Background: an optimization exercise with open tools, aiming at small area and a short achievable clock period. Do not read the settings as production practice.
Where RTL was checked, it was by simulation tests only, not by an equivalence proof against the original.

## run A
==> flow/design.v (excerpt) <==
module ex_stage (
  input  logic              clk,
  input  logic              rst_n,
  input  ex_pkg::alu_op_e   alu_operator_i,
  input  ex_pkg::word_t     alu_operand_a_i,
  input  ex_pkg::word_t     alu_operand_b_i,
  input  ex_pkg::word_t     alu_operand_c_i,
  input  logic              alu_en_i,
  input  ex_pkg::mul_op_e   mult_operator_i,
  input  ex_pkg::word_t     mult_operand_a_i,
  input  ex_pkg::word_t     mult_operand_b_i,
  input  ex_pkg::word_t     mult_operand_c_i,
  input  logic              mult_en_i,
  input  logic              csr_access_i,
  input  ex_pkg::word_t     csr_rdata_i,
  input  logic              branch_in_ex_i,
  input  ex_pkg::reg_addr_t regfile_alu_waddr_i,
  input  logic              regfile_alu_we_i,
  input  ex_pkg::reg_addr_t regfile_waddr_i,
  input  logic              regfile_we_i,
  input  logic              lsu_en_i,
  input  ex_pkg::word_t     lsu_rdata_i,
  input  logic              lsu_ready_ex_i,
  input  logic              lsu_err_i,
  input  logic              wb_ready_i,
  output ex_pkg::reg_addr_t regfile_alu_waddr_fw_o,
  output logic              regfile_alu_we_fw_o,
  output ex_pkg::word_t     regfile_alu_wdata_fw_o,
  output ex_pkg::reg_addr_t regfile_waddr_wb_o,
  output logic              regfile_we_wb_o,
  output ex_pkg::word_t     regfile_wdata_wb_o,
  output ex_pkg::word_t     jump_target_o,
  output logic              branch_decision_o,
  output logic              mult_multicycle_o,
  output logic              ex_ready_o,
  output logic              ex_valid_o
);
Settings: LEC_CHECK=0, ABC_AREA=1, CAP_MARGIN=20, CORE_MARGIN=2, CORE_UTILIZATION=40, SETUP_SLACK_MARGIN=3.25, SLEW_MARGIN=20, SYNTH_HIERARCHICAL=1; clock period 15.0 ns.
standard.sh (not shown) runs the stock make flow with config.mk's settings and CLKGATE_MAP_FILE= SYNTH_SCRIPT=/design/flow/synth_recipe.tcl, a recipe that flattens the netlist after the stock synthesis.
==> flow/flow/run.sh <==
#!/bin/bash
# The standard layout, with two changes to how it is made:
# - the port buffers are plain buffers (sky130_fd_sc_hd__buf_2) instead of the delay
#   cell buffer_ports picks by itself;
# - the buffers synthesis put in are taken out at floorplan (REMOVE_ABC_BUFFERS), and
#   the resizer buffers the nets again where timing and slew need it.
set -euo pipefail
export BUFFER_PORTS_ARGS="-buffer_cell sky130_fd_sc_hd__buf_2"
export REMOVE_ABC_BUFFERS=1
bash standard.sh > standard.log 2>&1
Run A: PASS, flow complete, no timing, DRC or antenna violations
### run A -> run B
==> flow/flow/run.sh <==
#!/bin/bash
# The standard layout, with two changes to how it is made:
# - the port buffers are plain buffers (sky130_fd_sc_hd__buf_1) instead of the delay
#   cell buffer_ports picks by itself;
# - the buffers synthesis put in are taken out at floorplan (REMOVE_ABC_BUFFERS), and
#   the resizer buffers the nets again where timing and slew need it;
# - after global route the resizer downsizes gates off the critical paths (RECOVER_POWER).
set -euo pipefail
export BUFFER_PORTS_ARGS="-buffer_cell sky130_fd_sc_hd__buf_1"
export REMOVE_ABC_BUFFERS=1
export RECOVER_POWER=30
bash standard.sh > standard.log 2>&1
==> comparison <==
Run B: complete, dirty (max-capacitance violations, max-slew violations)
STATUS total wire length after detailed routing: run B loses against run A
Against run A, hold slack in run B came out better.
Compared with run A, in run B core utilization down 0.21 points, count of port buffers added during placement did not really move, remaining max-slew budget at the tightest pin now sits lower.
In the reports for run A and run B, the larger count of buffers added by post-CTS timing repair for setup belongs to run A.
NOTE: overall global routing resource usage in run B exceeds that of run A
Final critical path time including I/O delays and setup in run B vs run A: up 0.047 ns
On final area: run B sits below run A.

* * *

exp/cedar:
Starting RTL as in the previous note.
==> flow/config.mk <==
export PLATFORM = sky130hd
export DESIGN_NAME = ex_stage
export DESIGN_NICKNAME = ex_stage
export VERILOG_FILES = /design/flow/design.v
export SDC_FILE = /design/flow/constraint.sdc
export NUM_CORES = 4
export LEC_CHECK = 0
export ABC_AREA = 1
export CAP_MARGIN = 20
export CORE_MARGIN = 2
export CORE_UTILIZATION = 40
export SETUP_SLACK_MARGIN = 3.25
export SLEW_MARGIN = 20
export SYNTH_HIERARCHICAL = 1
==> flow/constraint.sdc <==
create_clock -name core_clock -period 15.0 [get_ports {clk}]
set_input_delay 3.0000 -clock core_clock [delete_from_list [all_inputs] [get_ports {clk}]]
set_output_delay 3.0000 -clock core_clock [all_outputs]
set_load 0.01 [all_outputs]
==> flow/flow/run.sh <==
#!/bin/bash
# The standard layout, with two changes to how it is made:
# - the port buffers are plain buffers (sky130_fd_sc_hd__buf_1) instead of the delay
#   cell buffer_ports picks by itself;
# - the buffers synthesis put in are taken out at floorplan (REMOVE_ABC_BUFFERS), and
#   the resizer buffers the nets again where timing and slew need it.
set -euo pipefail
export BUFFER_PORTS_ARGS="-buffer_cell sky130_fd_sc_hd__buf_1"
export REMOVE_ABC_BUFFERS=1
bash standard.sh > standard.log 2>&1
exp/cedar: done, clean on timing, DRC and antenna
Changes in exp/amber relative to exp/cedar:
Settings: swapping 3.25 for 4 in SETUP_SLACK_MARGIN.
==> flow/flow/run.sh <==
#!/bin/bash
# The standard layout, with the port buffers built from plain buffers
# (sky130_fd_sc_hd__buf_2) instead of the delay cell buffer_ports picks by itself.
set -euo pipefail
export BUFFER_PORTS_ARGS="-buffer_cell sky130_fd_sc_hd__buf_2"
bash standard.sh > standard.log 2>&1
Findings:
exp/amber: all stages complete, timing, DRC and antenna checks passed
Diff exp/cedar -> exp/amber | number of global-route vias before repair | up slightly
Summary of exp/amber over exp/cedar: non-clock buffering overhead in the final layout higher, critical path depth lower.
Looking at utilization, exp/amber sits 3.7 points higher than exp/cedar does.
Relative to exp/cedar, the wire length of the first global-routing pass measured on exp/amber has increased by a few percent.
Final wirelength sits higher in exp/amber than in exp/cedar.
Changes in exp/onyx relative to exp/amber:
Settings: SETUP_SLACK_MARGIN: 4 -> 3.
Results
Taking exp/amber as the reference, in exp/onyx area share of buffers outside the clock network now sits lower; clock network area share now sits at about the same level; minimum clock period after layout now sits higher. exp/onyx gives less fraction of layout cells with a size suffix above 1 than exp/amber did. Both conditions hold for exp/onyx: the flow ran to the end and the final layout passed the timing, design-rule and antenna checks. exp/onyx: non-clock buffer total of the final layout 131 below exp/amber. In the reports for exp/amber and exp/onyx, the smaller detailed-routing iteration count for the pre-antenna-repair pass belongs to exp/onyx.
For exp/ember, these inputs were changed with respect to exp/onyx:
Settings: SETUP_SLACK_MARGIN now 3.25, was 3.
==> flow/flow/run.sh <==
#!/bin/bash
# The standard layout, with two changes to how it is made:
# - the port buffers are plain buffers (sky130_fd_sc_hd__buf_1) instead of the delay
#   cell buffer_ports picks by itself;
# - the buffers synthesis put in are taken out at floorplan (REMOVE_ABC_BUFFERS), and
#   the resizer buffers the nets again where timing and slew need it;
# - after global route the resizer downsizes gates off the critical paths (RECOVER_POWER).
set -euo pipefail
export BUFFER_PORTS_ARGS="-buffer_cell sky130_fd_sc_hd__buf_1"
export REMOVE_ABC_BUFFERS=1
export RECOVER_POWER=100
bash standard.sh > standard.log 2>&1
==> comparison <==
Layout checks on exp/ember: not met. Flow itself completed; violations: max-capacitance violations, max-slew violations.
Against exp/onyx, detailed-route via count in exp/ember came out worse.
Going from exp/onyx to exp/ember, via count of the first global-routing pass has increased; final setup violation count held steady.
exp/ember does worse than exp/onyx on post-route minimum period.
Diff exp/onyx..exp/ember | post-synthesis adder-cell area fraction | unchanged
From exp/onyx to exp/ember, hold-fix buffer count after cts did not move at all.
Looking at post-route worst hold slack, exp/ember sits above exp/onyx.
Going from exp/onyx to exp/ember, data arrival time of the worst path +0.45 ns; non-filler instance count after layout +about 0.6%.
### exp/ember -> exp/quartz
Settings: SETUP_SLACK_MARGIN: 3.25 -> 3.5.
==> flow/flow/run.sh <==
#!/bin/bash
# The standard layout, with the port buffers built from plain buffers
# (sky130_fd_sc_hd__buf_2) instead of the delay cell buffer_ports picks by itself.
set -euo pipefail
export BUFFER_PORTS_ARGS="-buffer_cell sky130_fd_sc_hd__buf_2"
bash standard.sh > standard.log 2>&1
## What came out
exp/quartz went all the way through the flow, and no timing, DRC or antenna check failed. Between exp/quartz and exp/ember, the total of plain and repair buffers excluding clock buffers is lower for exp/ember. Changes observed in exp/quartz relative to exp/ember: growth of design area from synthesis to finish went up, core utilization rose by 1.6 points, total detailed-routing wirelength saw an increase.

* * *

Setup of the reference run:
Another version of the RTL of ex_stage (not shown whole).
For scale: ~4100 cells after synthesis, about 40 flip-flops, roughly 400 I/O pins.
==> flow/config.mk <==
export PLATFORM = sky130hd
export DESIGN_NAME = ex_stage
export DESIGN_NICKNAME = ex_stage
export VERILOG_FILES = /design/flow/design.v
export SDC_FILE = /design/flow/constraint.sdc
export NUM_CORES = 4
export LEC_CHECK = 0
export ABC_AREA = 1
export CAP_MARGIN = 20
export CORE_MARGIN = 2
export CORE_UTILIZATION = 40
export SETUP_SLACK_MARGIN = 2
export SLEW_MARGIN = 20
export SYNTH_HIERARCHICAL = 1
==> flow/constraint.sdc <==
create_clock -name core_clock -period 15.0 [get_ports {clk}]
set_input_delay 3.0000 -clock core_clock [delete_from_list [all_inputs] [get_ports {clk}]]
set_output_delay 3.0000 -clock core_clock [all_outputs]
set_load 0.01 [all_outputs]
run.sh (not shown) runs the stock make flow with config.mk's settings and CLKGATE_MAP_FILE= SYNTH_SCRIPT=/design/flow/synth_recipe.tcl, a recipe that flattens the netlist after the stock synthesis.
Stock flow here: none of the scripts above is used.
The reference run finished all stages; the layout is clean.
Here is what was changed in the inputs of the trial run compared with the reference run.
==> flow/flow/run.sh (new file) <==
#!/bin/bash
# The standard layout, with the port buffers built from plain buffers
# (sky130_fd_sc_hd__buf_2) instead of the delay cell buffer_ports picks by itself.
set -euo pipefail
export BUFFER_PORTS_ARGS="-buffer_cell sky130_fd_sc_hd__buf_2"
bash standard.sh > standard.log 2>&1
==> flow/standard.sh (new file) <==
#!/bin/bash
# synth_recipe.tcl (not shown) runs the flow's synth.tcl, then flattens the netlist and writes it again
# the make line also repeats each setting of config.mk as NAME=value (left out here)
make -C /OpenROAD-flow-scripts/flow DESIGN_CONFIG=/design/flow/config.mk WORK_HOME=/design/flow/orfs CLKGATE_MAP_FILE= SYNTH_SCRIPT=/design/flow/synth_recipe.tcl "${@:-finish}"
removed: flow/run.sh
--- outcome ---
Across the reference run and the trial run, none had a timing, DRC or antenna violation. Against the reference run, worst setup slack in the trial run came out better. Of the reference run and the trial run, the lower reg2reg setup slack belongs to the trial run. Diff the reference run -> the trial run: minimum setup slack after placement went up by 0.20 ns; flip-flop and latch area was more or less identical; utilization went down by 1.7 points; diode insertion count for antenna repair went up by 3. Comparing the reference run and the trial run, the lower met1 routing resource usage after global routing was measured on the trial run. The trial run vs the reference run — design area dropped by a few percent.
Function was not checked in any run of this note: the RTL went through the layout flow alone.

* * *

ex_stage, a different RTL version from the one above (not shown whole).
Size in the first run: roughly 40 flip-flops, roughly 400 I/O pins.
clock: 15.0 ns
lec_check: 0
abc_area: 1
cap_margin: 20
core_margin: 2
core_utilization: 40
setup_slack_margin: 2
slew_margin: 20
synth_hierarchical: 1
Stock flow here: none of the scripts above is used.
The baseline passed the timing, design-rule and antenna checks.
==> next run, changes <==
Settings changed: SETUP_SLACK_MARGIN 2 to 4.
What happened: Wire length goes up by about a fifth; via count goes up by a little under a tenth; area after synthesis is unchanged; worst setup slack gains 1100 ps; cell count climbs by a few percent; cell area rose by roughly a tenth; utilization goes up by 5.3 points.
No functional check of the RTL was part of any run of this note.

* * *

RTL: one of the versions met above, not the one the previous note started from.
Size in the first run: roughly 4000 cells after synthesis, about 40 flip-flops, ~400 I/O pins.
export LEC_CHECK = 0
export ABC_AREA = 1
export CAP_MARGIN = 20
export CORE_MARGIN = 2
export CORE_UTILIZATION = 40
export SETUP_SLACK_MARGIN = 3
export SLEW_MARGIN = 20
export SYNTH_HIERARCHICAL = 1
create_clock -name core_clock -period 15.0 [get_ports {clk}]
standard.sh (not shown) runs the stock make flow with config.mk's settings and CLKGATE_MAP_FILE= SYNTH_SCRIPT=/design/flow/synth_recipe.tcl, a recipe that flattens the netlist after the stock synthesis.
==> flow/flow/run.sh <==
#!/bin/bash
# The standard layout, with two changes to how it is made:
# - the port buffers are plain buffers (sky130_fd_sc_hd__buf_1) instead of the delay
#   cell buffer_ports picks by itself;
# - the buffers synthesis put in are taken out at floorplan (REMOVE_ABC_BUFFERS), and
#   the resizer buffers the nets again where timing and slew need it.
set -euo pipefail
export BUFFER_PORTS_ARGS="-buffer_cell sky130_fd_sc_hd__buf_1"
export REMOVE_ABC_BUFFERS=1
bash standard.sh > standard.log 2>&1
Rerun with:
==> flow/flow/run.sh (replaced) <==
#!/bin/bash
# The standard layout, with the port buffers built from plain buffers
# (sky130_fd_sc_hd__buf_2) instead of the delay cell buffer_ports picks by itself.
set -euo pipefail
export BUFFER_PORTS_ARGS="-buffer_cell sky130_fd_sc_hd__buf_2"
bash standard.sh > standard.log 2>&1
--- a/flow/config.mk
+++ b/flow/config.mk
@@ -10,3 +10,3 @@
 export CORE_MARGIN = 2
-export CORE_UTILIZATION = 40
+export CORE_UTILIZATION = 65
 export SETUP_SLACK_MARGIN = 3
Outcome: The new run produced a clean layout; worst setup slack degrades by 0.044 ns; final cell count falls by 7.9%.
Rerun with:
--- a/flow/config.mk
+++ b/flow/config.mk
@@ -10,3 +10,4 @@
 export CORE_MARGIN = 2
-export CORE_UTILIZATION = 65
+export CORE_UTILIZATION = 40
+export PLACE_DENSITY = 0.8
 export SETUP_SLACK_MARGIN = 3
What happened: Wire length came out lower by 3.2%. Flip-flop and latch count is unchanged. First-iteration DRC count goes down by 20%. Count of clock-buffer cells in the layout is unchanged. Core utilization fell by 26 points. Synthesized area stays the same. Cell count rose by 8.6%. Sequential share of layout area hardly moves. Die area rises by 61%.
Rerun with:
==> flow/flow/run.sh (replaced) <==
#!/bin/bash
# The standard layout, with two changes to how it is made:
# - the port buffers are plain buffers (sky130_fd_sc_hd__buf_2) instead of the delay
#   cell buffer_ports picks by itself;
# - the buffers synthesis put in are taken out at floorplan (REMOVE_ABC_BUFFERS), and
#   the resizer buffers the nets again where timing and slew need it.
set -euo pipefail
export BUFFER_PORTS_ARGS="-buffer_cell sky130_fd_sc_hd__buf_2"
export REMOVE_ABC_BUFFERS=1
bash standard.sh > standard.log 2>&1
--- a/flow/config.mk
+++ b/flow/config.mk
@@ -11,3 +11,2 @@
 export CORE_UTILIZATION = 40
-export PLACE_DENSITY = 0.8
 export SETUP_SLACK_MARGIN = 3
Outcome: The new run produced a clean layout. Area after synthesis does not change. Fmax goes up by 0.48%. Sequential share of layout area hardly moves. Routed wire length came out higher by 1.8%.

[separate check: timing with driven ports]
The results above use ideal ports. As a check the final layouts listed here were re-extracted and re-timed, cells and wires unchanged. Step 1 (the two cells are an assumption about what drives the block):
set clk [get_ports {clk}]
set_driving_cell -lib_cell sky130_fd_sc_hd__clkbuf_16 $clk
set_driving_cell -lib_cell sky130_fd_sc_hd__buf_2 [delete_from_list [all_inputs] $clk]
Step 2 moves the port delays by t, midway between the first and last clock arrival at a register: inputs arrive t later, outputs are due t later. That takes back most of the time a late clock gives input paths. Slacks: ideal ports / drivers / drivers and shift; pairs: ideal ports / drivers.
run	shift t [ns]	setup WS [ns]	hold WS [ns]	worst register clock-pin slew, ns
run A	0.324	3.417 / 3.375 / 3.375	0.504 / 0.504 / 0.504	0.07 / 0.07
run B	0.321	3.371 / 3.332 / 3.332	0.512 / 0.512 / 0.512	0.07 / 0.07
exp/cedar	0.319	3.380 / 3.334 / 3.334	0.512 / 0.512 / 0.512	0.07 / 0.07
exp/amber	0.323	3.555 / 3.484 / 3.484	0.500 / 0.500 / 0.500	0.06 / 0.06
exp/onyx	0.329	3.177 / 3.153 / 3.153	0.502 / 0.502 / 0.502	0.06 / 0.06
exp/ember	0.321	2.734 / 2.707 / 2.707	0.512 / 0.512 / 0.512	0.07 / 0.07
exp/quartz	0.326	3.553 / 3.526 / 3.526	0.502 / 0.502 / 0.502	0.06 / 0.06
the reference run	0.321	2.055 / 2.022 / 2.022	0.500 / 0.500 / 0.500	0.06 / 0.06
the trial run	0.323	2.231 / 2.199 / 2.199	0.496 / 0.496 / 0.496	0.06 / 0.06
the first run of note 4	0.359	2.173 / 2.144 / 2.144	0.474 / 0.474 / 0.474	0.06 / 0.06
the second run of note 4	0.338	3.249 / 3.188 / 3.188	0.469 / 0.469 / 0.469	0.06 / 0.06
the first run of note 5	0.322	3.113 / 3.080 / 3.080	0.512 / 0.512 / 0.512	0.07 / 0.07
the second run of note 5	0.332	3.068 / 3.030 / 3.030	0.503 / 0.503 / 0.503	0.06 / 0.06
the third run of note 5	0.353	3.102 / 3.066 / 3.066	0.507 / 0.507 / 0.507	0.10 / 0.10
the fourth run of note 5	0.325	3.160 / 3.137 / 3.137	0.504 / 0.504 / 0.504	0.07 / 0.07
The setup slack of exp/amber, which loses most, moves by -0.071 ns with the drivers and by -0.071 ns with both steps.
